From an optimization exercise on the open Yosys and OpenROAD flow, aimed at small area and a short achievable clock period; shortcuts taken in it are not production practice.
Where RTL was checked, it was by simulation tests only, not by an equivalence proof against the original.
Only the layout flow was run in runs 3 and 4; the RTL was not checked for function there.
The clock port is modelled as an ideal driver; clocking choices that lean on that would not hold on a real chip.
Power and IR drop assume default switching activity.

<file path="flow/design.v">
package mips_pkg;
  localparam int WORD_W     = 32;
  localparam int REG_ADDR_W = 5;
  localparam int PC_W       = 30;   
  localparam logic [REG_ADDR_W-1:0] LINK_REG = 5'd31;
  typedef enum logic [5:0] {
    OP_RTYPE  = 6'b000000,
    OP_REGIMM = 6'b000001,   
    OP_J      = 6'b000010,
    OP_JAL    = 6'b000011,
    OP_BEQ    = 6'b000100,
    OP_BNE    = 6'b000101,
    OP_BLEZ   = 6'b000110,
    OP_BGTZ   = 6'b000111,
    OP_ADDI   = 6'b001000,
    OP_ADDIU  = 6'b001001,
    OP_SLTI   = 6'b001010,
    OP_SLTIU  = 6'b001011,
    OP_ANDI   = 6'b001100,
    OP_ORI    = 6'b001101,
    OP_XORI   = 6'b001110,
    OP_LUI    = 6'b001111
  } opcode_e;
  typedef enum logic [5:0] {
    FN_SLL  = 6'b000000,
    FN_SRL  = 6'b000010,
    FN_SRA  = 6'b000011,
    FN_SLLV = 6'b000100,
    FN_SRLV = 6'b000110,
    FN_SRAV = 6'b000111,
    FN_JR   = 6'b001000,
    FN_JALR = 6'b001001,
    FN_ADD  = 6'b100000,
    FN_ADDU = 6'b100001,
    FN_SUB  = 6'b100010,
    FN_SUBU = 6'b100011,
    FN_AND  = 6'b100100,
    FN_OR   = 6'b100101,
    FN_XOR  = 6'b100110,
    FN_NOR  = 6'b100111,
    FN_SLT  = 6'b101010,
    FN_SLTU = 6'b101011
  } func_e;
  typedef enum logic [3:0] {
    ALU_ADD, ALU_SUB, ALU_SLL, ALU_SRL, ALU_SRA, ALU_AND,
    ALU_OR, ALU_XOR, ALU_NOR, ALU_SLT, ALU_SLTU, ALU_LUI
  } alu_mode_e;
  typedef enum logic [3:0] {
    BR_NONE, BR_BEQ, BR_BNE, BR_BLEZ, BR_BGTZ, BR_BLTZ,
    BR_BGEZ, BR_J, BR_JAL, BR_JR, BR_JALR
  } branch_e;
  typedef enum logic [3:0] {
    EXC_RI = 4'd10,
    EXC_OV = 4'd12
  } excode_e;
endpackage
`timescale 1ns/1ns
import mips_pkg::*;
module mips_field_decode
(
  input  logic [WORD_W-1:0]     instr,
  output logic                  imm_op,      
  output logic                  imm_sext,    
  output logic                  sub,         
  output logic                  sh_var,      
  output logic                  sh_left,
  output logic                  sh_arith,
  output logic [1:0]            lop,         
  output logic                  sel_sum,
  output logic                  sel_logic,
  output logic                  sel_less,
  output logic                  less_uns,
  output logic                  sel_sll,
  output logic                  sel_sr,
  output logic                  sel_lui,
  output logic                  sel_link,
  output logic                  br_r,        
  output logic                  br_regimm,   
  output logic                  br_j,        
  output logic                  br_eq,       
  output logic                  br_lez,      
  output logic                  br_inv,      
  output logic                  br_target,   
  output logic                  tgt_jr,
  output logic                  tgt_j,
  output logic                  writes_reg,
  output logic [REG_ADDR_W-1:0] waddr,
  output logic                  checks_ov,
  output logic                  reserved
);
  logic [5:0] op;
  logic [5:0] fn;
  logic [4:0] f_rt;
  logic [4:0] f_rd;
  logic       op_lo0;    
  logic       r_t;       
  logic       i_t;       
  logic       jal;
  logic       fn_ok;
  logic       wr;
  assign op   = instr[31:26];
  assign fn   = instr[5:0];
  assign f_rt = instr[20:16];
  assign f_rd = instr[15:11];
  assign op_lo0 = (op[3:0] == 4'b0000);
  assign r_t    = op_lo0;
  assign i_t    = op[3];
  assign jal    = (op[3:0] == 4'b0011);
  always_comb
  begin
    case (fn)
      6'h00, 6'h02, 6'h03, 6'h04, 6'h06, 6'h07, 6'h08, 6'h09,
      6'h20, 6'h21, 6'h22, 6'h23, 6'h24, 6'h25, 6'h26, 6'h27,
      6'h2a, 6'h2b: fn_ok = 1'b1;
      default:      fn_ok = 1'b0;
    endcase
  end
  always_comb
  begin
    reserved = 1'b0;
    if (op[5:4] != 2'b00)
      reserved = 1'b1;
    else if (op[3:0] == 4'b0000)
      reserved = ~fn_ok;
    else if (op[3:0] == 4'b0001)
      reserved = (f_rt[4:1] != 4'b0000);
  end
  assign imm_op   = i_t;
  assign imm_sext = ~op[2];
  assign sub      = i_t ? op[1] : (fn[1] & ~op[2]);
  assign sh_var   = fn[2];
  assign sh_left  = ~fn[1];
  assign sh_arith = fn[0];
  assign lop      = i_t ? op[1:0] : fn[1:0];
  assign sel_sum   = i_t ? (~op[2] & ~op[1]) : (fn[5] & ~fn[3] & ~fn[2]);
  assign sel_logic = i_t ? (op[2] & ~(op[1] & op[0])) : (fn[5] & fn[2]);
  assign sel_less  = i_t ? (~op[2] & op[1]) : (fn[5] & fn[3]);
  assign less_uns  = i_t ? op[0] : fn[0];
  assign sel_sll   = ~i_t & ~fn[5] & ~fn[1];
  assign sel_sr    = ~i_t & ~fn[5] & fn[1];
  assign sel_lui   = i_t & op[2] & op[1] & op[0];
  assign sel_link  = (r_t & ~fn[5] & fn[3]) | jal;
  assign br_r      = r_t & ~fn[5] & fn[3];
  assign br_regimm = (op[3:0] == 4'b0001);
  assign br_j      = (op[3:1] == 3'b001);
  assign br_eq     = (op[3:1] == 3'b010);
  assign br_lez    = (op[3:1] == 3'b011);
  assign br_inv    = br_regimm ? f_rt[0] : op[0];
  assign br_target = (op[5:3] == 3'b000) &
                     ((op[2:0] == 3'b000) ? (fn[5:1] == 5'b00100) :
                      (op[2:0] == 3'b001) ? (f_rt[4:1] == 4'b0000) : 1'b1);
  assign tgt_jr    = ~op[2] & ~op[1] & ~op[0];
  assign tgt_j     = ~op[2] & op[1];
  assign wr         = (r_t & ~(~fn[5] & fn[3] & ~fn[0])) | i_t | jal;
  assign waddr      = op[3] ? f_rt : (f_rd | {5{op[0]}});
  assign writes_reg = wr & (waddr != 5'd0);
  assign checks_ov  = (r_t & fn[5] & ~fn[3] & ~fn[2] & ~fn[0]) |
                      (op[3] & ~op[2] & ~op[1] & ~op[0]);
endmodule
`timescale 1ns/1ns
import mips_pkg::*;
module mips_alu
#(
  parameter int ADDER = 0    
)
(
  input  logic [WORD_W-1:0] rs_data,
  input  logic [WORD_W-1:0] rt_data,
  input  logic [15:0]       imm,
  input  logic [4:0]        sa,
  input  logic              imm_op,
  input  logic              imm_sext,
  input  logic              sub,
  input  logic              sh_var,
  input  logic              sh_left,
  input  logic              sh_arith,
  input  logic [1:0]        lop,
  input  logic              sel_sum,
  input  logic              sel_logic,
  input  logic              sel_less,
  input  logic              less_uns,
  input  logic              sel_sll,
  input  logic              sel_sr,
  input  logic              sel_lui,
  output logic [WORD_W-1:0] result,
  output logic              overflow,
  output logic              equal
);
  localparam int N = WORD_W;
  logic [N-1:0] a;
  logic [N-1:0] b;
  logic [N-1:0] bx;
  logic [N-1:0] p;
  logic [N-1:0] g;
  logic [N:0]   c;       
  logic [N-1:0] sum;
  logic         less;
  logic [N-1:0] logic_r;
  assign a = rs_data;
  assign b = imm_op ? {{16{imm_sext & imm[15]}}, imm} : rt_data;
  assign bx = b ^ {N{sub}};
  assign p  = a ^ bx;
  assign g  = a & bx;
  logic [N-1:0] gc;
  mips_prefix #(.W(N), .ARCH(ADDER)) i_prefix (
    .g  ({g[N-1:1], g[0] | (p[0] & sub)}),
    .p  (p),
    .gc (gc)
  );
  assign c[N:1] = gc;
  assign c[0] = sub;
  assign sum  = p ^ c[N-1:0];
  assign overflow = c[N-1] ^ c[N];
  assign less  = less_uns ? ~c[N] : (p[N-1] ^ c[N]);
  assign equal = ~|p;
  logic lg_g;
  logic lg_o;
  logic lg_x;
  logic lg_n;
  assign lg_g = sel_logic & (lop == 2'b00);
  assign lg_o = sel_logic & (lop == 2'b01);
  assign lg_x = sel_logic & (lop == 2'b10);
  assign lg_n = sel_logic & (lop == 2'b11);
  assign logic_r = ({N{lg_g}} & g) | ({N{lg_o}} & (p | g)) | ({N{lg_x}} & ~p)
                 | ({N{lg_n}} & ~(a | b));
  logic [4:0]   shamt;
  logic [N-1:0] sh_in;
  logic [N-1:0] sh_out;
  logic         fill;
  assign shamt = sh_var ? rs_data[4:0] : sa;
  assign fill  = sh_arith & rt_data[N-1];
  always_comb
  begin
    for (int i = 0; i < N; i++)
      sh_in[i] = sh_left ? rt_data[N-1-i] : rt_data[i];
  end
  logic [N-1:0] s1, s2, s3, s4;
  assign s1     = shamt[4] ? {{16{fill}}, sh_in[N-1:16]} : sh_in;
  assign s2     = shamt[3] ? {{8{fill}},  s1[N-1:8]}     : s1;
  assign s3     = shamt[2] ? {{4{fill}},  s2[N-1:4]}     : s2;
  assign s4     = shamt[1] ? {{2{fill}},  s3[N-1:2]}     : s3;
  assign sh_out = shamt[0] ? {fill,       s4[N-1:1]}     : s4;
  logic [N-1:0] sh_rev;
  always_comb
  begin
    for (int i = 0; i < N; i++)
      sh_rev[i] = sh_out[N-1-i];
  end
  assign result = ({N{sel_sum}}   & sum)
                | logic_r
                | ({N{sel_less}}  & {{(N-1){1'b0}}, less})
                | ({N{sel_sll}}   & sh_rev)
                | ({N{sel_sr}}    & sh_out)
                | ({N{sel_lui}}   & {imm, 16'h0000});
endmodule
module mips_prefix
#(
  parameter int W    = 32,
  parameter int ARCH = 0    
)
(
  input  logic [W-1:0] g,
  input  logic [W-1:0] p,
  output logic [W-1:0] gc
);
  localparam int LG = (W <= 2) ? 1 : (W <= 4) ? 2 : (W <= 8) ? 3 : (W <= 16) ? 4 : (W <= 32) ? 5 : 6;
  generate
    if (ARCH == 3)
    begin : g_rip
      logic [W-1:0] r;
      assign r[0] = g[0];
      for (genvar i = 1; i < W; i++)
      begin : g_bit
        assign r[i] = g[i] | (p[i] & r[i-1]);
      end
      assign gc = r;
    end
    else if (ARCH == 1)
    begin : g_bk
      logic [W-1:0] gu [0:LG];
      logic [W-1:0] pu [0:LG];
      logic [W-1:0] gd [0:LG];
      assign gu[0] = g;
      assign pu[0] = p;
      for (genvar l = 0; l < LG; l++)
      begin : g_up
        for (genvar i = 0; i < W; i++)
        begin : g_bit
          if (((i + 1) % (2 << l)) == 0)
          begin : g_op
            assign gu[l+1][i] = gu[l][i] | (pu[l][i] & gu[l][i - (1 << l)]);
            assign pu[l+1][i] = pu[l][i] & pu[l][i - (1 << l)];
          end
          else
          begin : g_cp
            assign gu[l+1][i] = gu[l][i];
            assign pu[l+1][i] = pu[l][i];
          end
        end
      end
      assign gd[0] = gu[LG];
      for (genvar k = 0; k < LG - 1; k++)
      begin : g_dn
        localparam int L = LG - 2 - k;
        for (genvar i = 0; i < W; i++)
        begin : g_bit
          if ((i >= (3 << L) - 1) && (((i + 1 - (1 << L)) % (2 << L)) == 0))
          begin : g_op
            assign gd[k+1][i] = gd[k][i] | (pu[LG][i] & gd[k][i - (1 << L)]);
          end
          else
          begin : g_cp
            assign gd[k+1][i] = gd[k][i];
          end
        end
      end
      assign gc = gd[LG-1];
    end
    else
    begin : g_log
      logic [W-1:0] gl [0:LG];
      logic [W-1:0] pl [0:LG];
      assign gl[0] = g;
      assign pl[0] = p;
      for (genvar l = 0; l < LG; l++)
      begin : g_lvl
        for (genvar i = 0; i < W; i++)
        begin : g_bit
          localparam int J = (ARCH == 0) ? ((i >> l) << l) - 1 : i - (1 << l);
          if ((ARCH == 0) ? (((i >> l) & 1) == 1) : (i >= (1 << l)))
          begin : g_op
            assign gl[l+1][i] = gl[l][i] | (pl[l][i] & gl[l][J]);
            assign pl[l+1][i] = pl[l][i] & pl[l][J];
          end
          else
          begin : g_cp
            assign gl[l+1][i] = gl[l][i];
            assign pl[l+1][i] = pl[l][i];
          end
        end
      end
      assign gc = gl[LG];
    end
  endgenerate
endmodule
`timescale 1ns/1ns
import mips_pkg::*;
module mips_branch_unit
#(
  parameter int ADDER = 1
)
(
  input  logic [WORD_W-1:0] rs_data,
  input  logic              equal,
  input  logic [15:0]       branch_offset,
  input  logic [25:0]       jump_index,
  input  logic [PC_W-1:0]   pc_crnt,
  input  logic [PC_W-1:0]   pc_next,
  input  logic              br_r,
  input  logic              br_regimm,
  input  logic              br_j,
  input  logic              br_eq,
  input  logic              br_lez,
  input  logic              br_inv,
  input  logic              br_target,
  input  logic              tgt_jr,
  input  logic              tgt_j,
  output logic              taken,
  output logic [PC_W-1:0]   pc_wdata    
);
  logic            rs_neg;
  logic            rs_zero;
  logic [PC_W-1:0] bta;
  logic [PC_W-1:0] target;
  assign rs_neg  = rs_data[WORD_W-1];
  assign rs_zero = ~|rs_data;
  assign taken = br_r | br_j
               | (br_regimm & (rs_neg ^ br_inv))
               | (br_eq     & (equal ^ br_inv))
               | (br_lez    & ((rs_neg | rs_zero) ^ br_inv));
  logic [16:0]      lo;
  logic             up_step;
  logic [PC_W-17:0] q;
  logic [PC_W-17:0] run;
  logic [15:0]      lg;
  logic [15:0]      lp;
  logic [15:0]      lc;
  assign lg = pc_next[15:0] & branch_offset;
  assign lp = pc_next[15:0] ^ branch_offset;
  mips_prefix #(.W(16), .ARCH(ADDER)) i_prefix (
    .g  (lg),
    .p  (lp),
    .gc (lc)
  );
  assign lo      = {lc[15], lp ^ {lc[14:0], 1'b0}};
  assign up_step = lo[16] ^ branch_offset[15];
  assign q       = pc_next[PC_W-1:16] ^ {(PC_W-16){branch_offset[15]}};
  mips_prefix #(.W(PC_W-16), .ARCH(0)) i_run (
    .g  ({{(PC_W-17){1'b0}}, up_step}),
    .p  ({q[PC_W-18:0], 1'b0}),
    .gc (run)
  );
  assign bta = {pc_next[PC_W-1:16] ^ run, lo[15:0]};
  assign target = tgt_jr ? rs_data[WORD_W-1:2]
                : tgt_j  ? {pc_crnt[PC_W-1:PC_W-4], jump_index}
                :          bta;
  assign pc_wdata = br_target ? target : PC_W'(32'h2000_0000);
endmodule
`timescale 1ns/1ns
import mips_pkg::*;
module mips_commit
#(
  parameter bit MERGE_EPC = 1'b1
)
(
  input  logic                  clk,
  input  logic                  rst_n,
  input  logic                  instr_valid,
  input  logic                  writes_reg,
  input  logic [REG_ADDR_W-1:0] waddr,
  input  logic                  checks_ov,
  input  logic                  reserved,
  input  logic                  link,        
  input  logic [WORD_W-1:0]     alu_result,
  input  logic                  overflow,
  input  logic                  taken,
  input  logic [PC_W-1:0]       pc_wdata,
  input  logic [PC_W-1:0]       pc_crnt,
  input  logic                  cause_bd,
  input  logic                  exl,
  output logic                  greg_wen,
  output logic [REG_ADDR_W-1:0] greg_waddr,
  output logic [WORD_W-1:0]     greg_wdata,
  output logic                  pcreg_wen,
  output logic [PC_W-1:0]       pcreg_wdata,
  output logic                  exception,
  output logic                  cause_wen,
  output logic [3:0]            cause_excode,
  output logic                  epc_wen,
  output logic [WORD_W-1:0]     epc_data
);
  logic            trap;    
  logic            exc;
  logic [PC_W-1:0] epc_word;
  logic [PC_W-1:0] zrun;
  logic            exc_q;
  logic            xwen_q;
  logic [2:1]      excode_q;
  assign trap = reserved | (checks_ov & overflow);
  assign exc  = instr_valid & trap;
  mips_prefix #(.W(PC_W), .ARCH(0)) i_zrun (
    .g  ({{(PC_W-1){1'b0}}, cause_bd & ~(link & ~reserved)}),
    .p  ({~pc_crnt[PC_W-2:0], 1'b0}),
    .gc (zrun)
  );
  assign epc_word = pc_crnt ^ zrun;
  always_ff @(posedge clk)
  begin
    if (!rst_n)
    begin
      greg_wen  <= 1'b0;
      pcreg_wen <= 1'b0;
      exc_q     <= 1'b0;
      xwen_q    <= 1'b0;
    end
    else
    begin
      greg_wen  <= instr_valid & writes_reg & ~trap;
      pcreg_wen <= instr_valid & (trap | taken);
      exc_q     <= exc;
      xwen_q    <= exc & ~exl;   
    end
  end
  assign exception = exc_q;
  assign cause_wen = xwen_q;
  assign epc_wen   = xwen_q;
  always_ff @(posedge clk)
  begin
    greg_waddr  <= waddr;
    pcreg_wdata <= pc_wdata;
    excode_q    <= {~reserved, reserved};
  end
  assign cause_excode = {1'b1, excode_q, 1'b0};
  generate
    if (MERGE_EPC)
    begin : g_merge
      logic [WORD_W-1:0] wdata_q;
      always_ff @(posedge clk)
        wdata_q <= (trap | link) ? {epc_word, 2'b00} : alu_result;
      assign greg_wdata = wdata_q;
      assign epc_data   = wdata_q;
    end
    else
    begin : g_split
      logic [WORD_W-1:0] wdata_q;
      logic [PC_W-1:0]   epc_q;
      always_ff @(posedge clk)
      begin
        wdata_q <= link ? {pc_crnt, 2'b00} : alu_result;
        epc_q   <= epc_word;
      end
      assign greg_wdata = wdata_q;
      assign epc_data   = {epc_q, 2'b00};
    end
  endgenerate
endmodule
`timescale 1ns/1ns
import mips_pkg::*;
module mips_exec_stage
#(
  parameter logic [31:0] EXCEPT_VEC = 32'h8000_0000
)
(
  input  logic                  clk,
  input  logic                  rst_n,
  input  logic                  instr_valid,
  input  logic [WORD_W-1:0]     instr,
  input  logic [WORD_W-1:0]     rs_data,
  input  logic [WORD_W-1:0]     rt_data,
  input  logic [PC_W-1:0]       pc_crnt,
  input  logic [PC_W-1:0]       pc_next,
  input  logic                  cause_bd,
  input  logic                  exl,
  output logic                  greg_wen,
  output logic [REG_ADDR_W-1:0] greg_waddr,
  output logic [WORD_W-1:0]     greg_wdata,
  output logic                  pcreg_wen,
  output logic [PC_W-1:0]       pcreg_wdata,
  output logic                  exception,
  output logic                  cause_wen,
  output logic [3:0]            cause_excode,
  output logic                  epc_wen,
  output logic [WORD_W-1:0]     epc_data
);
  logic                  imm_op;
  logic                  imm_sext;
  logic                  sub;
  logic                  sh_var;
  logic                  sh_left;
  logic                  sh_arith;
  logic [1:0]            lop;
  logic                  sel_sum;
  logic                  sel_logic;
  logic                  sel_less;
  logic                  less_uns;
  logic                  sel_sll;
  logic                  sel_sr;
  logic                  sel_lui;
  logic                  sel_link;
  logic                  br_r;
  logic                  br_regimm;
  logic                  br_j;
  logic                  br_eq;
  logic                  br_lez;
  logic                  br_inv;
  logic                  br_target;
  logic                  tgt_jr;
  logic                  tgt_j;
  logic                  writes_reg;
  logic [REG_ADDR_W-1:0] waddr;
  logic                  checks_ov;
  logic                  reserved;
  logic [WORD_W-1:0]     alu_result;
  logic                  overflow;
  logic                  equal;
  logic                  taken;
  logic [PC_W-1:0]       pc_wdata;
  mips_field_decode i_decode (
    .instr      (instr),
    .imm_op     (imm_op),
    .imm_sext   (imm_sext),
    .sub        (sub),
    .sh_var     (sh_var),
    .sh_left    (sh_left),
    .sh_arith   (sh_arith),
    .lop        (lop),
    .sel_sum    (sel_sum),
    .sel_logic  (sel_logic),
    .sel_less   (sel_less),
    .less_uns   (less_uns),
    .sel_sll    (sel_sll),
    .sel_sr     (sel_sr),
    .sel_lui    (sel_lui),
    .sel_link   (sel_link),
    .br_r       (br_r),
    .br_regimm  (br_regimm),
    .br_j       (br_j),
    .br_eq      (br_eq),
    .br_lez     (br_lez),
    .br_inv     (br_inv),
    .br_target  (br_target),
    .tgt_jr     (tgt_jr),
    .tgt_j      (tgt_j),
    .writes_reg (writes_reg),
    .waddr      (waddr),
    .checks_ov  (checks_ov),
    .reserved   (reserved)
  );
  mips_alu i_alu (
    .rs_data   (rs_data),
    .rt_data   (rt_data),
    .imm       (instr[15:0]),
    .sa        (instr[10:6]),
    .imm_op    (imm_op),
    .imm_sext  (imm_sext),
    .sub       (sub),
    .sh_var    (sh_var),
    .sh_left   (sh_left),
    .sh_arith  (sh_arith),
    .lop       (lop),
    .sel_sum   (sel_sum),
    .sel_logic (sel_logic),
    .sel_less  (sel_less),
    .less_uns  (less_uns),
    .sel_sll   (sel_sll),
    .sel_sr    (sel_sr),
    .sel_lui   (sel_lui),
    .result    (alu_result),
    .overflow  (overflow),
    .equal     (equal)
  );
  mips_branch_unit i_branch (
    .rs_data       (rs_data),
    .equal         (equal),
    .branch_offset (instr[15:0]),
    .jump_index    (instr[25:0]),   
    .pc_crnt       (pc_crnt),
    .pc_next       (pc_next),
    .br_r          (br_r),
    .br_regimm     (br_regimm),
    .br_j          (br_j),
    .br_eq         (br_eq),
    .br_lez        (br_lez),
    .br_inv        (br_inv),
    .br_target     (br_target),
    .tgt_jr        (tgt_jr),
    .tgt_j         (tgt_j),
    .taken         (taken),
    .pc_wdata      (pc_wdata)
  );
  mips_commit i_commit (
    .clk          (clk),
    .rst_n        (rst_n),
    .instr_valid  (instr_valid),
    .writes_reg   (writes_reg),
    .waddr        (waddr),
    .checks_ov    (checks_ov),
    .reserved     (reserved),
    .link         (sel_link),
    .alu_result   (alu_result),
    .overflow     (overflow),
    .taken        (taken),
    .pc_wdata     (pc_wdata),
    .pc_crnt      (pc_crnt),
    .cause_bd     (cause_bd),
    .exl          (exl),
    .greg_wen     (greg_wen),
    .greg_waddr   (greg_waddr),
    .greg_wdata   (greg_wdata),
    .pcreg_wen    (pcreg_wen),
    .pcreg_wdata  (pcreg_wdata),
    .exception    (exception),
    .cause_wen    (cause_wen),
    .cause_excode (cause_excode),
    .epc_wen      (epc_wen),
    .epc_data     (epc_data)
  );
endmodule
</file>
<file path="flow/flow/run.sh">
#!/bin/bash
set -e
echo "export BUFFER_PORTS_ARGS = -buffer_cell sky130_fd_sc_hd__buf_2" >> config.mk
export BUFFER_PORTS_ARGS="-buffer_cell sky130_fd_sc_hd__buf_2"
bash standard.sh > standard.log 2>&1
</file>
<file path="flow/standard.sh">
#!/bin/bash
# synth_recipe.tcl (not shown) runs the flow's synth.tcl, then flattens the netlist and writes it again
# the make line also repeats each setting of config.mk as NAME=value (left out here)
make -C /OpenROAD-flow-scripts/flow DESIGN_CONFIG=/design/flow/config.mk WORK_HOME=/design/flow/orfs CLKGATE_MAP_FILE= SYNTH_SCRIPT=/design/flow/synth_recipe.tcl "${@:-finish}"
</file>
<file path="flow/config.mk">
export PLATFORM = sky130hd
export DESIGN_NAME = mips_exec_stage
export DESIGN_NICKNAME = mips_exec_stage
export VERILOG_FILES = /design/flow/design.v
export SDC_FILE = /design/flow/constraint.sdc
export NUM_CORES = 4
export LEC_CHECK = 0
export CAP_MARGIN = 20
export CORE_MARGIN = 2
export CORE_UTILIZATION = 50
export PLACE_DENSITY = 0.75
export SETUP_SLACK_MARGIN = 3.0
export SLEW_MARGIN = 20
export BUFFER_PORTS_ARGS = -buffer_cell sky130_fd_sc_hd__buf_2
</file>
<file path="flow/constraint.sdc">
create_clock -name core_clock -period 8.0 [get_ports {clk}]
set_input_delay 1.6000 -clock core_clock [delete_from_list [all_inputs] [get_ports {clk}]]
set_output_delay 1.6000 -clock core_clock [all_outputs]
set_load 0.01 [all_outputs]
</file>
==> results of run 1 <==
power by group through the flow:
stage / clock [µW] / sequential, µW / combinational [µW]
floorplan: 0 / 428 / 757
global placement: 0 / 413 / 1130
detailed placement: 0 / 413 / 1140
CTS: 457 / 405 / 1150
global route: 475 / 408 / 1290
finish: 459 / 405 / 1220
layout by cell type (no fill, tap or decap), types with 16 or more instances in the layout:
| cell type | netlist | final |
|---|---|---|
| a211oi_1 | 20 | 18 |
| a21o_1 | 26 | 26 |
| a21oi_1 | 111 | 109 |
| a221oi_1 | 31 | 27 |
| a31oi_1 | 23 | 23 |
| a32oi_1 | 16 | 16 |
| buf_2 | 32 | 263 |
| buf_4 | 40 | 44 |
| dfxtp_1 | 73 | 73 |
| ha_1 | 84 | 76 |
| inv_1 | 80 | 78 |
| mux2_2 | 16 | 16 |
| mux2i_1 | 128 | 121 |
| nand2_1 | 157 | 157 |
| nand3_1 | 33 | 31 |
| nor2_1 | 112 | 112 |
| nor3_1 | 38 | 35 |
| nor4_1 | 22 | 20 |
| o211ai_1 | 26 | 26 |
| o21ai_0 | 84 | 80 |
| o22ai_1 | 22 | 21 |
| xnor2_1 | 64 | 58 |
| xor2_1 | 22 | 22 |
per-stage QoR:
stage                     area, µm²  hold WS (ns)
after floorplan               12200          1.68
after global placement        13400          1.77
after detailed placement      13400          1.78
after global routing          14100          1.42
after CTS                     13900          1.40
final                         14100          1.41
layer usage:
layer | share of wire [%] | up-vias | GRT usage [%]
met5 | 0.025 | - | 0
li1 | - | 6270 | -
met1 | 38 | 6627 | 53.8
met4 | 6.7 | 2 | 23.3
met3 | 12 | 184 | 9.30
met2 | 43 | 1048 | 65.9
timing repair:
item | in CTS | in global routing
setup endpoints to repair | 36 | 36
gates cloned | 1 | 0
pin swaps | 5 | 10
resized for setup | 25 | 36
endpoints found under the hold margin | 0 | 0
hold buffers | 0 | 0
buffers inserted | 8 | 13
synthesized netlist by cell type, drive strengths merged, types with 39 or more instances:
| master | count | share of area (%) |
|---|---|---|
| mux2i | 131 | 11 |
| nor2 | 112 | 3.5 |
| ha | 84 | 8.8 |
| a21oi | 113 | 4.8 |
| nand2 | 157 | 4.9 |
| o21ai | 87 | 3.7 |
| clkbuf | 59 | 1.8 |
| dfxtp | 73 | 12 |
| inv | 81 | 2.5 |
| xnor2 | 64 | 4.7 |
| buf | 88 | 4.7 |
| nor3 | 39 | 1.7 |
sequential cells by signal, summed over array words and instances (netlist names):
name	count
i_commit.greg_waddr	5
i_commit.pcreg_wdata	30
i_commit.excode_q	2
i_commit.greg_wen	1
i_commit.exc_q	1
i_commit.xwen_q	1
i_commit.pcreg_wen	1
i_commit.g_merge.wdata_q	32
how the worst max path moves through the flow:
stage                                                       to  slack (ns)
after floorplan           i_commit.g_merge.wdata_q[15]$_DFF_P_        3.03
after CTS                 i_commit.g_merge.wdata_q[14]$_DFF_P_        3.00
after global routing              i_commit.greg_wen$_SDFF_PN0_        2.99
after global placement    i_commit.g_merge.wdata_q[22]$_DFF_P_        2.00
after detailed placement  i_commit.g_merge.wdata_q[14]$_DFF_P_        1.91
final                     i_commit.g_merge.wdata_q[22]$_DFF_P_        3.05
critical path, cell delays in order:
cell	delay, ns
buf_6	0.19
clkinvlp_4	0.14
o21ai_1	0.15
buf_6	0.18
o21ai_0	0.21
xnor2_1	0.31
inv_1	0.15
ha_4	0.27
and3_1	0.18
a221o_1	0.40
nor2_1	0.18
nand4_1	0.25
a41oi_2	0.28
xor2_1	0.21
o221ai_1	0.16
mux2_2	0.31
logic make-up after synthesis:
group	count (synthesis)
compound gates	478
simple gates	473
buf+inv	228
mux	162
fa+ha+maj	97
xor+xnor	86
flops	73
other cells	2
cell type report:
type	instances	area, µm²
Clock buffer	10	239
Tap cell	319	399
Timing Repair Buffer	314	1760
Fill cell	2249	9430
Clock inverter	6	75.1
Sequential cell	73	1460
Multi-Input combinational cell	1299	9870
Inverter	81	308
==> results.tsv, run 1 <==
stage	metric	value	unit
detailed_routing	initial DRC count	1682	
pwr	Clk pwr share	22.0	%
hold_path	worst hold endpoint	i_commit.xwen_q$_SDFF_PN0_	
pwr	cell leakage power	0.00634	µW
floorplanning	die height	159	µm
global_routing	antenna violations before repair	1	
final_layout	Area growth, synth to finish	17.6	%
detailed_routing	Routed WL	55100	µm
detailed_routing	routed len/inst	26.2	µm
synthesis	post-synthesis simple-gate area fraction	18.9	%
place	Place WS	1.91	ns
detailed_routing	Post-route DRC	0	
sta	final hold violations	0	
critical_path	crit path DAT	5.19	ns
synthesis	synthesized instance count	1599	
pwr	Comb power frac	58.6	%
synthesis	Main synth FF type	dfxtp_1	
critical_path	worst-path maximum fanout	16	
synthesis	adder-cell share of the synthesized area	10.9	%
final_layout	ant diodes	0	
detailed_routing	Routed Antenna Nets	0	
pwr	sequential power share	19.4	%
detailed_routing	post-DR vias/cell	6.72	
synthesis	largest family of logic cells by synthesized area	compound AO/OA/AOI/OAI gates	
synthesis	Yosys reg bits	73	
pwr	NetSw	986	µW
floorplanning	Initial Util	51.0	%
synthesis	mux cell area share after synthesis	15.4	%
critical_path	CP Launch Point	instr[15]	
floorplanning	# IOs	269	
synthesis	Seq/Total Area, Yosys	12.2	%
clocking	CTS tree	yes	
synthesis	Synth Area in Compound Gates	27.2	%
detailed_routing	first-pass iteration count of the detailed router	5	
sta	Total Neg Setup Slack	0	ns
synthesis	Avg Inst Size Synth	7.51	µm²
critical_path	Required @ worst endpoint	8.24	ns
clocking	total CTS buffers	9	
hold_path	Hold Path Origin	exl	
synthesis	EDFF count, synth	0	
synthesis	Syn Std Cell Area	12000	µm²
pwr	switching part of the total	47.3	%
place	placed insts	2064	
outcome	outcome	complete, no violations	
sta	final setup violation count	0	
pwr	PwrDens	148	nW/µm²
sta	final slew viol count	0	
sta	RSZ-0062 raised after global routing	no	
clocking	H-tree depth	3	
global_routing	largest net degree at the start of global routing	47	
global_routing	first-pass GRT wire length	81700	µm
floorplanning	Core ar.	23500	µm²
place	post-DP HPWL	42800	µm
synthesis	Async SR Flop Fraction	0	%
clocking	CTS sink cnt	73	
critical_path	crit end category	flip-flop	
final_layout	nets	2036	
global_routing	gr usage total	42.1	%
detailed_routing	vias	14131	
critical_path	CP startpoint kind	input port	
sta	Worst Max-Slew Pin Slew	1.17	ns
final_layout	ratio of cells with drive above 1 in the final layout	24.8	%
floorplanning	num rows	56	
final_layout	Non-Filler Instances	2102	
synthesis	Syn Nets	1857	
global_routing	Congestion Overflow GR	0	
sta	Tcrit/Tclk final	61.9	%
clocking	Root Buffer	clkbuf_16	
floorplanning	die area	25300	µm²
synthesis	Synth cell types	84	
floorplanning	overall die width	159	µm
pwr	maximum vdd drop	0.0983	mV
pwr	Tot Pwr	2080	µW
sta	Max Freq	0.202	GHz
hold_path	Worst Hold Class	in2reg	
critical_path	kind of critical path	in2reg	
sta	minimum clock period after layout	4.95	ns
global_routing	vias in the first global route	13110	
sta	final worst slack	3.05	ns
hold_path	Hold Path Depth	2	
clocking	CTS clk-pin slew, worst paths	0.07	ns
job	Max Cap Viol	0	
place	IO buf count	266	
synthesis	synth warn	16	
place	routability cong.	1.08	
pwr	internal power	1100	µW
synthesis	Post-Synth XOR/XNOR Area	6.27	%
final_layout	final core utilization	60.0	%
clocking	CTS max path bufs	2	
sta	Rel. slew slack	20.3	%
==> inputs of run 2 (changes only) <==
==> flow/flow/run.sh (replaced) <==
#!/bin/bash
set -euo pipefail
here=$(pwd)
sed -e "s#SYNTH_SCRIPT=#BUFFER_PORTS_ARGS='-buffer_cell sky130_fd_sc_hd__buf_1' POST_CTS_TCL=$here/flow/post_cts.tcl SYNTH_SCRIPT=#" standard.sh > flow_standard.sh
grep -q "POST_CTS_TCL=$here/flow/post_cts.tcl" flow_standard.sh
bash flow_standard.sh > standard.log 2>&1
==> flow/flow/post_cts.tcl (new file) <==
# A second timing repair pass after CTS, with the same settings as the first,
# then legalise the placement again.
repair_timing_helper
detailed_placement
check_placement -verbose
--- a/flow/config.mk
+++ b/flow/config.mk
@@ -13,2 +13 @@
 export SLEW_MARGIN = 20
-export BUFFER_PORTS_ARGS = -buffer_cell sky130_fd_sc_hd__buf_2
==> run 2 against run 1 <==
Net effect: count of clock-buffer cells in the layout stayed put; sequential power about the same; fmax is 0.53% higher; flip-flop and latch count did not move; sequential share of layout area grew 0.12 points; cell count grew 0.76%; via count increased by 0.96%; critical path type unchanged; critical endpoint is now i_commit.pcreg_wen$_SDFF_PN0_; largest cell class unchanged; highest routed layer is now met4.
==> results.tsv, run 2 <==
stage	metric	value	unit	change
sta	Tcrit/Tclk final	61.6	%	was 61.9%
global_routing	largest net degree at the start of global routing	39		was 47
final_layout	Largest Register	i_commit.g_merge.wdata_q		unchanged
pwr	maximum vdd drop	0.107	mV	was 0.0983 mV
place	post-DP HPWL	44000	µm	was 42800 µm
final_layout	nets	2052		was 2036
critical_path	crit end category	flip-flop		unchanged
detailed_routing	first-pass iteration count of the detailed router	7		was 5
floorplanning	num rows	56		unchanged
detailed_routing	Routed Antenna Nets	0		unchanged
job	Max Cap Viol	0		unchanged
final_layout	Area growth, synth to finish	16.2	%	was 17.6%
floorplanning	Initial Util	51.0	%	unchanged
critical_path	CP startpoint kind	input port		unchanged
detailed_routing	initial DRC count	2047		was 1682
hold_path	Worst Hold Class	in2reg		unchanged
synthesis	Avg Inst Size Synth	7.51	µm²	unchanged
sta	final slew viol count	0		unchanged
final_layout	max reg flops	32		unchanged
sta	Worst Max-Slew Pin Slew	1.07	ns	was 1.17 ns
global_routing	gr usage total	42.7	%	was 42.1%
synthesis	Async SR Flop Fraction	0	%	unchanged
floorplanning	Core ar.	23500	µm²	unchanged
floorplanning	# IOs	269		unchanged
synthesis	Syn Nets	1857		unchanged
clocking	CTS sink cnt	73		unchanged
final_layout	ratio of cells with drive above 1 in the final layout	11.7	%	was 24.8%
synthesis	count leader, synth	nand2_1		unchanged
synthesis	Synth cell types	84		unchanged
critical_path	max incr delay on CP	0.43	ns	was 0.40 ns
critical_path	Worst path slowest cell	ha_2		was a221o_1
critical_path	critical path cell sequence	clkbuf_16 > nand2b_4 > o21ai_4 > buf_12 > xnor2_1 > inv_1 > ha_2 > and4_2 > nand2_1 > a211oi_4 > a211oi_4 > buf_4 > o21ai_4 > nand4b_4 > and3_1 > a21oi_1		was buf_6 > clkinvlp_4 > o21ai_1 > buf_6 > o21ai_0 > xnor2_1 > inv_1 > ha_4 > and3_1 > a221o_1 > nor2_1 > nand4_1 > a41oi_2 > xor2_1 > o221ai_1 > mux2_2
floorplanning	overall die width	159	µm	unchanged
pwr	Tot Pwr	2100	µW	was 2080 µW
floorplanning	die height	159	µm	unchanged
synthesis	Seq/Total Area, Yosys	12.2	%	unchanged
final_layout	ant diodes	0		unchanged
synthesis	Synth area leaders	dfxtp_1 12%, mux2i_1 11%, ha_1 8.8%		unchanged
synthesis	Post-synth top cells	157 x nand2_1, 128 x mux2i_1, 112 x nor2_1		unchanged
final_layout	Regs by FF count	i_commit.g_merge.wdata_q (32), i_commit.pcreg_wdata (30), i_commit.greg_waddr (5)		unchanged
sta	Max Freq	0.203	GHz	was 0.202 GHz
critical_path	Required @ worst endpoint	8.23	ns	was 8.24 ns
global_routing	vias in the first global route	13100		was 13110
critical_path	crit path buf inv count	4		unchanged
synthesis	synth warn	16		unchanged
synthesis	Yosys reg bits	73		unchanged
synthesis	Synth area leader	dfxtp_1		unchanged
synthesis	Main synth FF type	dfxtp_1		unchanged
sta	Rel. slew slack	28.8	%	was 20.3%
pwr	PwrDens	150	nW/µm²	was 148 nW/µm²
sta	final hold violations	0		unchanged
critical_path	crit path DAT	5.16	ns	was 5.19 ns
sta	minimum clock period after layout	4.92	ns	was 4.95 ns
hold_path	Hold Path Origin	exl		unchanged
global_routing	first-pass GRT wire length	82100	µm	was 81700 µm
synthesis	Syn Std Cell Area	12000	µm²	unchanged
place	IO buf count	266		unchanged
sta	RSZ-0062 raised after global routing	yes		was no
critical_path	CP Launch Point	instr[29]		was instr[15]
critical_path	kind of critical path	in2reg		unchanged
final_layout	most frequent cells in the layout	251 x buf_1, 156 x nand2_1, 118 x mux2i_1		was 263 x buf_2, 157 x nand2_1, 121 x mux2i_1
pwr	cell leakage power	0.00565	µW	was 0.00634 µW
detailed_routing	Routed WL	56700	µm	was 55100 µm
detailed_routing	Post-route DRC	0		unchanged
synthesis	post-synth top area share	12.2	%	unchanged
global_routing	antenna violations before repair	0		was 1
clocking	CTS tree	yes		unchanged
critical_path	number of cells on the critical path	16		unchanged
synthesis	EDFF count, synth	0		unchanged
clocking	CTS clk-pin slew, worst paths	0.07	ns	about the same
floorplanning	die area	25300	µm²	unchanged
final_layout	commonest non-fill, non-tap cell in the layout	buf_1		was buf_2
detailed_routing	vias	14266		was 14131
sta	Total Neg Setup Slack	0	ns	unchanged
synthesis	synthesized instance count	1599		unchanged
detailed_routing	post-DR vias/cell	6.74		was 6.72
global_routing	Congestion Overflow GR	0		unchanged
place	routability cong.	1.08		about the same
outcome	outcome	complete, no violations		unchanged
critical_path	Worst Setup EP	i_commit.pcreg_wen$_SDFF_PN0_		was i_commit.g_merge.wdata_q[22]$_DFF_P_
critical_path	cell family with most CP delay	simple AND/OR/NAND/NOR gates		was compound AO/OA/AOI/OAI gates
critical_path	worst-path maximum fanout	38		was 16
sta	final setup violation count	0		unchanged
detailed_routing	routed len/inst	26.8	µm	was 26.2 µm
final_layout	Fillers	2237		was 2249
run 2: cell counts after synthesis:
Identical to the previous run, type by type.
run 2: worst min-delay path by stage:
stage,cells past startpoint,slack (ns),end
6_report,2,1.40,i_commit.xwen_q$_SDFF_PN0_
5_1_grt,2,1.43,i_commit.xwen_q$_SDFF_PN0_
3_5_place_dp,2,1.78,i_commit.xwen_q$_SDFF_PN0_
3_3_place_gp,2,1.77,i_commit.xwen_q$_SDFF_PN0_
2_1_floorplan,1,1.68,i_commit.xwen_q$_SDFF_PN0_
run 2: final cells by class:
| class | instances | area [µm²] | area share (%) |
|---|---|---|---|
| clock buffers | 10 | 229 | 1.64 |
| clock inverters | 6 | 67.6 | 0.484 |
| inverters | 81 | 304 | 2.18 |
| multi-input cells | 1299 | 9880 | 70.8 |
| flip-flops and latches | 73 | 1460 | 10.5 |
| well taps | 319 | 399 | 2.86 |
| repair buffers | 330 | 1610 | 11.5 |
run 2: kinds of logic after synthesis:
family	synth area share (%)
compound gates	27.2
other cells	0.0626
mux	15.4
xor+xnor	6.27
flops	12.2
simple gates	18.9
buf+inv	9.09
fa+ha+maj	10.9
run 2: stage by stage:
| stage | util (%) | worst slack (ns) | instances | area [µm²] | hold slack (ns) |
|---|---|---|---|---|---|
| 6_report | 59.3 | 3.08 | 2118 | 13900 | 1.40 |
| 5_1_grt | 59.3 | 2.98 | 2118 | 13900 | 1.43 |
| 3_5_place_dp | 55.6 | 1.73 | 2071 | 13100 | 1.78 |
| 3_3_place_gp | 55.6 | 1.93 | 2071 | 13100 | 1.77 |
| 2_1_floorplan | - | 3.03 | 1599 | 12200 | 1.68 |
run 2: per-layer routing:
layer	track usage, %	wire (µm)
met2	65.1	24100
met3	9.04	7300
met1	56.0	21500
met5	0	0
met4	24.8	3800
run 2: power by group:
group / switching [µW] / leakage [µW] / internal, µW / total, µW
clock: 217 / 0.000139 / 244 / 462
sequential: 14.4 / 0.000605 / 393 / 407
combinational: 789 / 0.00491 / 441 / 1230
==> inputs of run 3 (changes only) <==
--- a/flow/design.v
+++ b/flow/design.v
@@ -248,8 +248,9 @@
   end
-  assign result = ({N{sel_sum}}   & sum)
-                | logic_r
-                | ({N{sel_less}}  & {{(N-1){1'b0}}, less})
-                | ({N{sel_sll}}   & sh_rev)
-                | ({N{sel_sr}}    & sh_out)
-                | ({N{sel_lui}}   & {imm, 16'h0000});
+  logic [N-1:0] other;
+  assign other = logic_r
+               | ({N{sel_sll}} & sh_rev)
+               | ({N{sel_sr}}  & sh_out)
+               | ({N{sel_lui}} & {imm, 16'h0000});
+  assign result[N-1:1] = sel_sum ? sum[N-1:1] : other[N-1:1];
+  assign result[0]     = sel_sum ? sum[0] : (sel_less ? less : other[0]);
 endmodule
==> flow/flow/run.sh (replaced) <==
#!/bin/bash
set -e
echo "export BUFFER_PORTS_ARGS = -buffer_cell sky130_fd_sc_hd__buf_1" >> config.mk
export BUFFER_PORTS_ARGS="-buffer_cell sky130_fd_sc_hd__buf_1"
bash standard.sh > standard.log 2>&1
--- a/flow/config.mk
+++ b/flow/config.mk
@@ -13 +13,2 @@
 export SLEW_MARGIN = 20
+export BUFFER_PORTS_ARGS = -buffer_cell sky130_fd_sc_hd__buf_1
removed: flow/flow/post_cts.tcl
==> run 3 against run 2 <==
Net effect: sequential power hardly changed; critical endpoint is now i_commit.g_merge.wdata_q[30]$_DFF_P_; clock power is 7.4% lower; still clean; highest routed layer unchanged; global-route usage is 0.15 points lower; via count is 2.1% lower; critical path depth stayed put; wire length is 6.8% lower; utilization is 2.4 points higher; sequential share of layout area is 0.054 points higher.
==> results.tsv, run 3 <==
stage	metric	value	unit	change
final_layout	Fillers	2037		was 2237
critical_path	kind of critical path	in2reg		unchanged
sta	Rel. slew slack	32.5	%	was 28.8%
place	post-DP HPWL	39700	µm	was 44000 µm
synthesis	Synth cell types	80		was 84
sta	Max Freq	0.197	GHz	was 0.203 GHz
clocking	H-tree depth	3		
floorplanning	die area	24000	µm²	was 25300 µm²
sta	Worst Max-Slew Pin Slew	1.01	ns	was 1.07 ns
detailed_routing	routed len/inst	25.6	µm	was 26.8 µm
pwr	PwrDens	147	nW/µm²	was 150 nW/µm²
final_layout	Largest Register	i_commit.g_merge.wdata_q		unchanged
critical_path	CP startpoint kind	input port		unchanged
sta	Tcrit/Tclk final	63.4	%	was 61.6%
sta	final hold violations	0		unchanged
detailed_routing	Routed Antenna Nets	0		unchanged
floorplanning	die height	155	µm	was 159 µm
synthesis	Synth area leader	dfxtp_1		unchanged
detailed_routing	metal3 WL	6690	µm	was 7300 µm
synthesis	Main synth FF type	dfxtp_1		unchanged
detailed_routing	post-DR vias/cell	6.78		was 6.74
critical_path	Required @ worst endpoint	8.20	ns	was 8.23 ns
hold_path	Worst Hold Class	in2reg		unchanged
detailed_routing	Post-route DRC	0		unchanged
synthesis	synth warn	16		unchanged
critical_path	cell family with most CP delay	simple AND/OR/NAND/NOR gates		unchanged
hold_path	worst hold endpoint	i_commit.xwen_q$_SDFF_PN0_		unchanged
hold_path	Hold Path Origin	exl		unchanged
global_routing	gr usage total	42.6	%	was 42.7%
clocking	CTS max path bufs	2		
synthesis	Syn Nets	1824		was 1857
detailed_routing	top sig layer	met4		unchanged
sta	RSZ-0062 raised after global routing	yes		unchanged
pwr	maximum vdd drop	0.117	mV	was 0.107 mV
hold_path	Hold Path Depth	2		unchanged
critical_path	CP Launch Point	instr[18]		was instr[29]
floorplanning	overall die width	155	µm	was 159 µm
floorplanning	# IOs	269		unchanged
clocking	CTS tree	yes		unchanged
critical_path	Worst path slowest cell	or4b_4		was ha_2
critical_path	crit path buf inv count	1		was 4
floorplanning	Core ar.	22500	µm²	was 23500 µm²
global_routing	largest net degree at the start of global routing	39		unchanged
synthesis	Yosys reg bits	73		unchanged
clocking	Root Buffer	clkbuf_16		
final_layout	nets	2026		was 2052
floorplanning	Initial Util	50.6	%	was 51.0%
final_layout	Reg area	1460	µm²	unchanged
place	routability cong.	1.06		was 1.08
detailed_routing	Routed met2 length	22000	µm	was 24100 µm
synthesis	Post-synth top cells	151 x nand2_1, 109 x nor2_1, 106 x a21oi_1, 106 x o21ai_0, 99 x clkbuf_1		was 157 x nand2_1, 128 x mux2i_1, 112 x nor2_1
critical_path	worst-path maximum fanout	4		was 38
detailed_routing	first-pass iteration count of the detailed router	6		was 7
critical_path	crit path DAT	5.27	ns	was 5.16 ns
sta	final slew viol count	0		unchanged
detailed_routing	M1 WL	19500	µm	was 21500 µm
clocking	total CTS buffers	9		
detailed_routing	vias	13964		was 14266
critical_path	max incr delay on CP	0.50	ns	was 0.43 ns
final_layout	max reg flops	32		unchanged
global_routing	antenna violations before repair	1		was 0
final_layout	most frequent cells in the layout	258 x buf_1, 149 x nand2_1, 103 x nor2_1		was 251 x buf_1, 156 x nand2_1, 118 x mux2i_1
synthesis	post-synth top area share	12.8	%	was 12.2%
final_layout	Regs by FF count	i_commit.g_merge.wdata_q (32), i_commit.pcreg_wdata (30), i_commit.greg_waddr (5)		unchanged
synthesis	Async SR Flop Fraction	0	%	unchanged
final_layout	commonest non-fill, non-tap cell in the layout	buf_1		unchanged
clocking	CTS clk-pin slew, worst paths	0.07	ns	about the same
critical_path	crit end category	flip-flop		unchanged
detailed_routing	Routed WL	52800	µm	was 56700 µm
global_routing	first-pass GRT wire length	77600	µm	was 82100 µm
final_layout	ratio of cells with drive above 1 in the final layout	13.7	%	was 11.7%
synthesis	Seq/Total Area, Yosys	12.8	%	was 12.2%
synthesis	Synth area leaders	dfxtp_1 13%, ha_1 9.2%, mux2i_1 7.0%		was dfxtp_1 12%, mux2i_1 11%, ha_1 8.8%
place	IO buf count	266		unchanged
global_routing	Congestion Overflow GR	0		unchanged
sta	Total Neg Setup Slack	0	ns	unchanged
synthesis	count leader, synth	nand2_1		unchanged
floorplanning	num rows	55		was 56
synthesis	EDFF count, synth	0		unchanged
job	Max Cap Viol	0		unchanged
clocking	hold buffers post-CTS	0		
sta	final setup violation count	0		unchanged
synthesis	synthesized instance count	1566		was 1599
detailed_routing	initial DRC count	1994		was 2047
critical_path	Critical Path Most Common Cell	or3_4		
outcome	outcome	complete, no violations		unchanged
critical_path	critical path cell sequence	buf_1 > or4_1 > nand3_1 > o21ai_2 > a211oi_2 > a21boi_2 > ha_2 > nor3b_4 > nand4b_4 > nor4_4 > or4b_4 > or3_4 > or3_4 > nor2_4 > xnor2_2 > mux2i_1		was clkbuf_16 > nand2b_4 > o21ai_4 > buf_12 > xnor2_1 > inv_1 > ha_2 > and4_2 > nand2_1 > a211oi_4 > a211oi_4 > buf_4 > o21ai_4 > nand4b_4 > and3_1 > a21oi_1
final_layout	Area growth, synth to finish	21.8	%	was 16.2%
clocking	CTS sink cnt	73		unchanged
pwr	cell leakage power	0.00555	µW	was 0.00565 µW
sta	final worst slack	2.93	ns	was 3.08 ns
place	Place WS	1.35	ns	was 1.73 ns
sta	minimum clock period after layout	5.07	ns	was 4.92 ns
synthesis	Avg Inst Size Synth	7.28	µm²	was 7.51 µm²
synthesis	Syn Std Cell Area	11400	µm²	was 12000 µm²
final_layout	multi-input logic area	9430	µm²	was 9880 µm²
global_routing	vias in the first global route	12771		was 13100
==> run 3: cell count changes after synthesis, moves of 13 or more <==
| cell | delta |
|---|---|
| clkbuf_1 | +40 |
| mux2i_1 | -48 |
| o21ai_0 | +22 |
| a211oi_1 | +18 |
| inv_1 | +18 |
| buf_2 | -30 |
| xor2_1 | +13 |
==> run 3: through the flow <==
step / hold WS, ns / area, µm² / total power (µW) / util [%] / instances
CTS: 1.40 / 13500 / 1960 / 60.2 / 2049
detailed placement: 1.77 / 12500 / 1470 / 55.7 / 2000
finish: 1.40 / 13900 / 2040 / 61.7 / 2059
global placement: 1.77 / 12500 / 1470 / 55.7 / 2000
global route: 1.41 / 13900 / 2130 / 61.7 / 2058
floorplan: 1.68 / 11800 / 1160 / - / 1566
==> run 3: worst max path at each step <==
| stage | endpoint | slack [ns] | cells after the start |
|---|---|---|---|
| finish | i_commit.g_merge.wdata_q[30]$_DFF_P_ | 2.93 | 16 |
| global route | i_commit.g_merge.wdata_q[30]$_DFF_P_ | 2.85 | 16 |
| CTS | i_commit.g_merge.wdata_q[30]$_DFF_P_ | 2.98 | 15 |
| detailed placement | i_commit.g_merge.wdata_q[30]$_DFF_P_ | 1.35 | 16 |
| global placement | i_commit.g_merge.wdata_q[31]$_DFF_P_ | 1.50 | 16 |
| floorplan | i_commit.g_merge.wdata_q[31]$_DFF_P_ | 2.71 | 16 |
==> run 3: cell type report <==
type                       instances  area share [%]
multi-input combinational       1245            68.0
timing repair buffer             341            14.1
inverter                          98            2.70
sequential                        73            10.5
tap                              285            2.57
antenna                            1          0.0180
clock inverter                     7           0.460
clock buffer                       9            1.62
==> run 3: what timing repair did <==
action	in CTS	in global routing
setup endpoints to repair	36	36
setup buffers	25	8
endpoints found under the hold margin	0	0
gates cloned	8	1
gates resized for setup	72	62
pin swaps	21	19
==> run 3: per-layer routing <==
layer / GRT usage (%) / up-vias
met1: 52.9 / 6422
met5: 0 / -
met4: 28.9 / 0
li1: - / 6150
met2: 64.0 / 1142
met3: 11.9 / 250
==> run 3: cell families after synthesis <==
kind of cell / synth area share [%]
AOI/OAI and AO/OA: 30.3
muxes: 11.2
other: 0.0659
buffers and inverters: 9.34
and+or+nand+nor: 17.6
xor gates and xnor gates: 7.22
adders and majority gates: 11.5
DFF: 12.8
==> run 3: power by group <==
part           switching (µW)  internal, µW  total (µW)
logic                     760           451        1210
clock network             210           218         428
registers                13.1           392         405
total                     983          1060        2040
==> inputs of run 4 (changes only) <==
--- a/flow/config.mk
+++ b/flow/config.mk
@@ -7,2 +7,3 @@
 export LEC_CHECK = 0
+export ABC_AREA = 1
 export CAP_MARGIN = 20
==> run 4 against run 3 <==
Net effect: still clean on timing, DRC and antenna; clock power rose by 8.9%; cell area fell by 1.7%; non-clock buffer count fell by 33; sequential share of layout area rose by 0.18 points; cell count rose by 24%; setup slack improved by 0.10 ns; largest cell class unchanged.
==> results.tsv, run 4 <==
stage	metric	value	unit	change
outcome	outcome	complete, no violations		unchanged
sta	Rel. slew slack	31.5	%	was 32.5%
synthesis	Seq/Total Area, Yosys	12.3	%	was 12.8%
global_routing	first-pass GRT wire length	78900	µm	was 77600 µm
clocking	Root Buffer	clkbuf_16		unchanged
place	post-DP HPWL	41800	µm	was 39700 µm
detailed_routing	first-pass iteration count of the detailed router	6		unchanged
global_routing	antenna violations before repair	1		unchanged
sta	final setup violation count	0		unchanged
final_layout	final core utilization	58.3	%	was 61.7%
clocking	total CTS buffers	9		unchanged
critical_path	max incr delay on CP	0.85	ns	was 0.50 ns
detailed_routing	routed len/inst	21.1	µm	was 25.6 µm
detailed_routing	Routed WL	54000	µm	was 52800 µm
clocking	H-tree depth	3		unchanged
final_layout	Area growth, synth to finish	14.5	%	was 21.8%
detailed_routing	post-DR vias/cell	6.03		was 6.78
final_layout	nets	2491		was 2026
synthesis	synthesized instance count	2046		was 1566
synthesis	count leader, synth	nand2_1		unchanged
pwr	cell leakage power	0.00659	µW	was 0.00555 µW
final_layout	Regs by FF count	i_commit.g_merge.wdata_q (32), i_commit.pcreg_wdata (30), i_commit.greg_waddr (5)		unchanged
synthesis	synth warn	16		unchanged
sta	final slew viol count	0		unchanged
clocking	hold buffers post-CTS	0		unchanged
sta	minimum clock period after layout	4.97	ns	was 5.07 ns
synthesis	Synth area leader	nand2_1		was dfxtp_1
floorplanning	# IOs	269		unchanged
final_layout	max reg flops	32		unchanged
synthesis	Main synth FF type	dfxtp_1		unchanged
critical_path	Critical Path Most Common Cell	inv_1		was or3_4
synthesis	EDFF count, synth	0		unchanged
hold_path	Worst Hold Class	in2reg		unchanged
synthesis	Synth cell types	58		was 80
critical_path	kind of critical path	in2reg		unchanged
critical_path	cell family with most CP delay	simple AND/OR/NAND/NOR gates		unchanged
synthesis	Post-synth top cells	489 x nand2_1, 364 x nand3_1, 237 x inv_1		was 151 x nand2_1, 109 x nor2_1, 106 x a21oi_1, 106 x o21ai_0, 99 x clkbuf_1
final_layout	Fillers	2478		was 2037
final_layout	most frequent cells in the layout	487 x nand2_1, 363 x nand3_1, 260 x buf_1		was 258 x buf_1, 149 x nand2_1, 103 x nor2_1
pwr	PwrDens	147	nW/µm²	about the same
sta	Worst Max-Slew Pin Slew	1.03	ns	was 1.01 ns
final_layout	commonest non-fill, non-tap cell in the layout	nand2_1		was buf_1
place	Place WS	1.75	ns	was 1.35 ns
sta	Total Neg Setup Slack	0	ns	unchanged
synthesis	Yosys reg bits	73		unchanged
sta	RSZ-0062 raised after global routing	no		was yes
critical_path	Worst path slowest cell	nor4_1		was or4b_4
job	Max Cap Viol	0		unchanged
place	IO buf count	266		unchanged
final_layout	Final Cell Area	13600	µm²	was 13900 µm²
synthesis	Avg Inst Size Synth	5.83	µm²	was 7.28 µm²
pwr	maximum vdd drop	0.106	mV	was 0.117 mV
final_layout	ratio of cells with drive above 1 in the final layout	7.60	%	was 13.7%
final_layout	multi-input logic area	9020	µm²	was 9430 µm²
clocking	CTS sink cnt	73		unchanged
clocking	CTS tree	yes		unchanged
clocking	CTS max path bufs	2		unchanged
final_layout	Largest Register	i_commit.g_merge.wdata_q		unchanged
critical_path	crit path DAT	5.21	ns	was 5.27 ns
floorplanning	overall die width	158	µm	was 155 µm
floorplanning	num rows	56		was 55
critical_path	critical path cell sequence	clkbuf_2 > inv_1 > buf_6 > o21ai_4 > inv_1 > a21oi_4 > buf_4 > buf_4 > clkbuf_16 > xor2_1 > inv_1 > ha_2 > nor2_1 > nor4_1 > nand3_1 > o21ai_1 > nand2_1		was buf_1 > or4_1 > nand3_1 > o21ai_2 > a211oi_2 > a21boi_2 > ha_2 > nor3b_4 > nand4b_4 > nor4_4 > or4b_4 > or3_4 > or3_4 > nor2_4 > xnor2_2 > mux2i_1
detailed_routing	Routed Antenna Nets	0		unchanged
place	routability cong.	1.06		about the same
sta	Tcrit/Tclk final	62.1	%	was 63.4%
synthesis	Synth area leaders	nand2_1 15%, nand3_1 15%, dfxtp_1 12%		was dfxtp_1 13%, ha_1 9.2%, mux2i_1 7.0%
clocking	CTS clk-pin slew, worst paths	0.06	ns	was 0.07 ns
synthesis	post-synth top area share	15.4	%	was 12.8%
sta	final hold violations	0		unchanged
floorplanning	Core ar.	23400	µm²	was 22500 µm²
detailed_routing	initial DRC count	1968		was 1994
critical_path	worst-path maximum fanout	24		was 4
global_routing	gr usage total	41.8	%	was 42.6%
synthesis	Syn Std Cell Area	11900	µm²	was 11400 µm²
sta	final worst slack	3.03	ns	was 2.93 ns
floorplanning	Initial Util	50.9	%	was 50.6%
critical_path	crit end category	flip-flop		unchanged
final_layout	Reg area	1460	µm²	unchanged
synthesis	Async SR Flop Fraction	0	%	unchanged
critical_path	CP startpoint kind	input port		unchanged
place	Cell Area, Placed	12700	µm²	was 12500 µm²
sta	Max Freq	0.201	GHz	was 0.197 GHz
synthesis	Syn Nets	2304		was 1824
detailed_routing	vias	15420		was 13964
global_routing	vias in the first global route	13650		was 12771
floorplanning	die height	158	µm	was 155 µm
critical_path	Required @ worst endpoint	8.24	ns	was 8.20 ns
floorplanning	die area	25100	µm²	was 24000 µm²
detailed_routing	Post-route DRC	0		unchanged
global_routing	largest net degree at the start of global routing	57		was 39
global_routing	Congestion Overflow GR	0		unchanged
critical_path	crit path buf inv count	8		was 1
final_layout	ant diodes	0		was 1
-- run 4: cell types whose count changed in the layout (fill, tap and decap cells not counted), moves of 23 or more --
cell / before / now
a21oi_1: 90 / 66
inv_1: 93 / 235
mux2i_1: 68 / 1
nand2_1: 149 / 487
nand3_1: 36 / 363
o211ai_1: 29 / 6
xnor2_1: 48 / 20
-- run 4: power by group --
group          internal, µW  switching [µW]
sequential              392            13.0
combinational           361             767
clock                   277             189
-- run 4: path summary, 6_finish.rpt --
check | endpoint | start | cells past startpoint | slack [ns]
setup / recovery | i_commit.g_merge.wdata_q[30]$_DFF_P_ | instr[1] | 17 | 3.03
hold / removal | i_commit.xwen_q$_SDFF_PN0_ | exl | 2 | 1.42
-- run 4: cell families after synthesis --
group | after synthesis | share of synthesized area [%]
flops | 73 | 12.3
mux | 1 | 0.0840
xor+xnor | 71 | 5.22
other cells | 2 | 0.0630
buf+inv | 393 | 14.7
simple gates | 1109 | 41.7
compound gates | 300 | 15.0
fa+ha+maj | 97 | 11.0
-- run 4: layout make-up --
cell class	instances	area share, %
well taps	319	2.93
inverters	258	7.32
repair buffers	308	10.4
clock buffers	9	1.65
flip-flops and latches	73	10.7
repair inverters	2	0.119
clock inverters	7	0.734
multi-input cells	1581	66.1
-- run 4: timing repair --
item / in CTS / in global routing
gates resized for setup: 19 / 63
gates cloned: 2 / 4
setup buffers: 5 / 18
pin swaps: 0 / 4
endpoints found under the setup margin: 36 / 36
-- run 4: through the flow --
stage	power (µW)	cells	hold WS, ns
2_1_floorplan	1130	2046	1.67
3_3_place_gp	1430	2512	1.78
3_5_place_dp	1440	2512	1.79
4_1_cts	1920	2535	1.42
5_1_grt	2120	2557	1.42
6_report	2000	2557	1.42
-- run 4: routing by layer --
metal / up-vias / global-route usage [%] / wire [µm]
met3: 233 / 7.49 / 5720
li1: 7144 / - / -
met2: 1040 / 64.0 / 23100
met5: - / 0 / 0
met4: 0 / 26.0 / 4110
met1: 7003 / 54.5 / 21100
==> inputs of run 5 (changes only) <==
--- a/flow/design.v
+++ b/flow/design.v
@@ -129,3 +129,3 @@
   assign imm_sext = ~op[2];
-  assign sub      = i_t ? op[1] : (fn[1] & ~op[2]);
+  assign sub      = i_t ? op[1] : fn[1];
   assign sh_var   = fn[2];
@@ -214,3 +214,3 @@
   assign less  = less_uns ? ~c[N] : (p[N-1] ^ c[N]);
-  assign equal = ~|p;
+  assign equal = sub ? &p : ~|p;
   logic lg_g;
--- a/flow/config.mk
+++ b/flow/config.mk
@@ -12,3 +12,3 @@
 export PLACE_DENSITY = 0.75
-export SETUP_SLACK_MARGIN = 3.0
+export SETUP_SLACK_MARGIN = 3.4
 export SLEW_MARGIN = 20
==> run 5 against run 4 <==
Net effect: via count up 2.0%; clock power down 11%; flip-flop and latch count unchanged; non-clock buffer count increased by 10; power fell by 1.1%; sequential power is essentially flat; still clean; largest cell class unchanged; critical endpoint is now i_commit.g_merge.wdata_q[29]$_DFF_P_; sequential share of layout area shrank 0.18 points; wire length hardly changed; largest power group unchanged; worst hold slack got worse by 0.038 ns; synthesized cell count up 0.29%; critical path depth down 5; global-route usage shrank 0.31 points.
==> results.tsv, run 5 <==
stage	metric	value	unit	change
pwr	cell leakage power	0.00669	µW	was 0.00659 µW
critical_path	Worst path slowest cell	nand3_1		was nor4_1
sta	Tcrit/Tclk final	57.9	%	was 62.1%
clocking	CTS max path bufs	2		unchanged
critical_path	critical path cell sequence	clkbuf_4 > buf_12 > nand2_1 > o21ai_4 > buf_12 > clkinv_8 > nand3_1 > nor2_1 > nor4_1 > nand3_1 > nand3_1 > nand2_1		was clkbuf_2 > inv_1 > buf_6 > o21ai_4 > inv_1 > a21oi_4 > buf_4 > buf_4 > clkbuf_16 > xor2_1 > inv_1 > ha_2 > nor2_1 > nor4_1 > nand3_1 > o21ai_1 > nand2_1
outcome	outcome	complete, no violations		unchanged
floorplanning	die area	25000	µm²	was 25100 µm²
synthesis	post-synthesis simple-gate area fraction	42.5	%	was 41.7%
synthesis	EDFF count, synth	0		unchanged
final_layout	Fillers	2421		was 2478
sta	Worst Max-Slew Pin Slew	1.11	ns	was 1.03 ns
global_routing	largest net degree at the start of global routing	53		was 57
floorplanning	# IOs	269		unchanged
detailed_routing	post-DR vias/cell	6.10		was 6.03
synthesis	mux cell area share after synthesis	0	%	was 0.0840%
clocking	H-tree depth	3		unchanged
sta	Max Freq	0.216	GHz	was 0.201 GHz
detailed_routing	routed len/inst	20.9	µm	was 21.1 µm
critical_path	CP startpoint kind	input port		unchanged
critical_path	Critical Path Most Common Cell	nand3_1		was inv_1
critical_path	crit end category	flip-flop		unchanged
synthesis	Seq/Total Area, Yosys	12.3	%	about the same
critical_path	number of cells on the critical path	12		was 17
critical_path	Required @ worst endpoint	8.26	ns	was 8.24 ns
final_layout	Largest Register	i_commit.g_merge.wdata_q		unchanged
final_layout	nets	2512		was 2491
final_layout	final core utilization	59.3	%	was 58.3%
clocking	CTS sink cnt	73		unchanged
place	routability cong.	1.09		was 1.06
synthesis	Synth area leaders	nand2_1 17%, nand3_1 15%, dfxtp_1 12%		was nand2_1 15%, nand3_1 15%, dfxtp_1 12%
synthesis	synth warn	16		unchanged
synthesis	Synth Area in Compound Gates	15.1	%	was 15.0%
hold_path	Hold Path Depth	2		unchanged
final_layout	max reg flops	32		unchanged
synthesis	adder-cell share of the synthesized area	11.1	%	was 11.0%
final_layout	commonest non-fill, non-tap cell in the layout	nand2_1		unchanged
synthesis	Yosys reg bits	73		unchanged
synthesis	Post-Synth XOR/XNOR Area	5.02	%	was 5.22%
place	IO buf count	266		unchanged
final_layout	ratio of cells with drive above 1 in the final layout	9.30	%	was 7.60%
critical_path	max incr delay on CP	0.86	ns	was 0.85 ns
synthesis	Avg Inst Size Synth	5.78	µm²	was 5.83 µm²
sta	final hold violations	0		unchanged
sta	final slew viol count	0		unchanged
synthesis	synthesized instance count	2052		was 2046
floorplanning	die height	158	µm	about the same
global_routing	antenna violations before repair	1		unchanged
detailed_routing	Post-route DRC	0		unchanged
synthesis	Synth area leader	nand2_1		unchanged
floorplanning	Core ar.	23400	µm²	unchanged
clocking	CTS tree	yes		unchanged
synthesis	Syn Nets	2310		was 2304
synthesis	Main synth FF type	dfxtp_1		unchanged
detailed_routing	Routed WL	54000	µm	about the same
synthesis	Syn Std Cell Area	11900	µm²	about the same
synthesis	post-synth top area share	17.3	%	was 15.4%
floorplanning	num rows	56		unchanged
critical_path	crit path DAT	4.89	ns	was 5.21 ns
critical_path	crit path buf inv count	4		was 8
clocking	hold buffers post-CTS	0		unchanged
synthesis	largest family of logic cells by synthesized area	simple AND/OR/NAND/NOR gates		unchanged
synthesis	Async SR Flop Fraction	0	%	unchanged
detailed_routing	Routed Antenna Nets	0		unchanged
synthesis	Synth cell types	57		was 58
floorplanning	Initial Util	50.7	%	was 50.9%
global_routing	first-pass GRT wire length	78500	µm	was 78900 µm
sta	minimum clock period after layout	4.63	ns	was 4.97 ns
clocking	total CTS buffers	9		unchanged
synthesis	count leader, synth	nand2_1		unchanged
sta	worst hold slack	1.38	ns	was 1.42 ns
critical_path	kind of critical path	in2reg		unchanged
run 5: changes by cell type after synthesis, sizes merged, moves of 6 or more:
| cell | before | now |
|---|---|---|
| buf | 99 | 81 |
| nor2 | 129 | 113 |
| nor4 | 28 | 22 |
| a31oi | 8 | 15 |
| a21oi | 80 | 71 |
| o22ai | 14 | 21 |
| nand3 | 368 | 359 |
| nand2 | 502 | 557 |
| clkbuf | 36 | 48 |
run 5: path summary, 6_finish.rpt:
check	to	slack, ns	from
worst min-delay path	i_commit.xwen_q$_SDFF_PN0_	1.38	exl
worst max-delay path	i_commit.g_merge.wdata_q[29]$_DFF_P_	3.37	instr[29]
run 5: cells by family after synthesis:
kind of cell / count (synthesis)
AND/OR/NAND/NOR: 1128
buffers and inverters: 382
AO/OA/AOI/OAI: 302
adder cells (fa/ha/maj): 97
flip-flops: 73
XOR/XNOR: 68
other: 2
run 5: what timing repair did:
| action | 4_1_cts | 5_1_grt |
|---|---|---|
| gates resized for setup | 40 | 108 |
| setup endpoints to repair | 36 | 36 |
| setup buffers | 3 | 26 |
| pin swaps | 1 | 20 |
| gates cloned | 3 | 6 |
run 5: per-layer routing:
| metal | track usage, % | up-vias | share of wire [%] |
|---|---|---|---|
| li1 | - | 7200 | - |
| met1 | 49.9 | 7134 | 37 |
| met2 | 66.4 | 1134 | 44 |
| met3 | 10.1 | 262 | 11 |
| met4 | 26.1 | 2 | 7.5 |
| met5 | 0 | - | 0.022 |
run 5: layout make-up:
class	instances	area, µm²	share of cell area, %
multi-input combinational	1598	9120	65.7
sequential	73	1460	10.5
clock buffer	10	239	1.72
antenna	2	5.00	0.0361
inverter	253	993	7.16
clock inverter	6	50.0	0.361
timing repair inverter	1	16.3	0.117
tap	319	399	2.88
timing repair buffer	318	1590	11.5
run 5: per-stage QoR:
step	power, µW	worst slack [ns]	std cells
2_1_floorplan	1130	3.47	2052
5_1_grt	2090	3.34	2578
3_5_place_dp	1430	1.92	2524
3_3_place_gp	1420	2.04	2524
6_report	1980	3.37	2580
4_1_cts	1850	3.40	2546
run 5: power by group:
| group | leakage (µW) | switching (µW) | internal (µW) |
|---|---|---|---|
| Clock | 0.000136 | 191 | 223 |
| Combinational | 0.00595 | 779 | 380 |
| Sequential | 0.000604 | 13.1 | 392 |

-- what the ideal ports hide --
The flow's constraints put no driver on any port. The routed layouts listed below were extracted and timed again, unchanged, in two steps. Step 1 sets driving cells, clkbuf_16 on the clock port and buf_2 on the other inputs (assumed; they add their load-dependent delay and slew). Step 2 also shifts input and output timing later by t, the mid clock arrival at the registers, as if the neighbouring blocks saw the same clock. a / b / c = ideal ports / drivers / drivers and shift; a / b = the first two.
run | shift t [ns] | setup slack, ns
run 1 | 0.411 | 3.049 / 3.063 / 2.652
run 2 | 0.410 | 3.076 / 3.084 / 2.674
run 3 | 0.407 | 2.929 / 2.938 / 2.531
run 4 | 0.403 | 3.029 / 3.056 / 2.653
run 5 | 0.411 | 3.367 / 3.391 / 2.980
After both steps setup and hold are still met in every run listed.
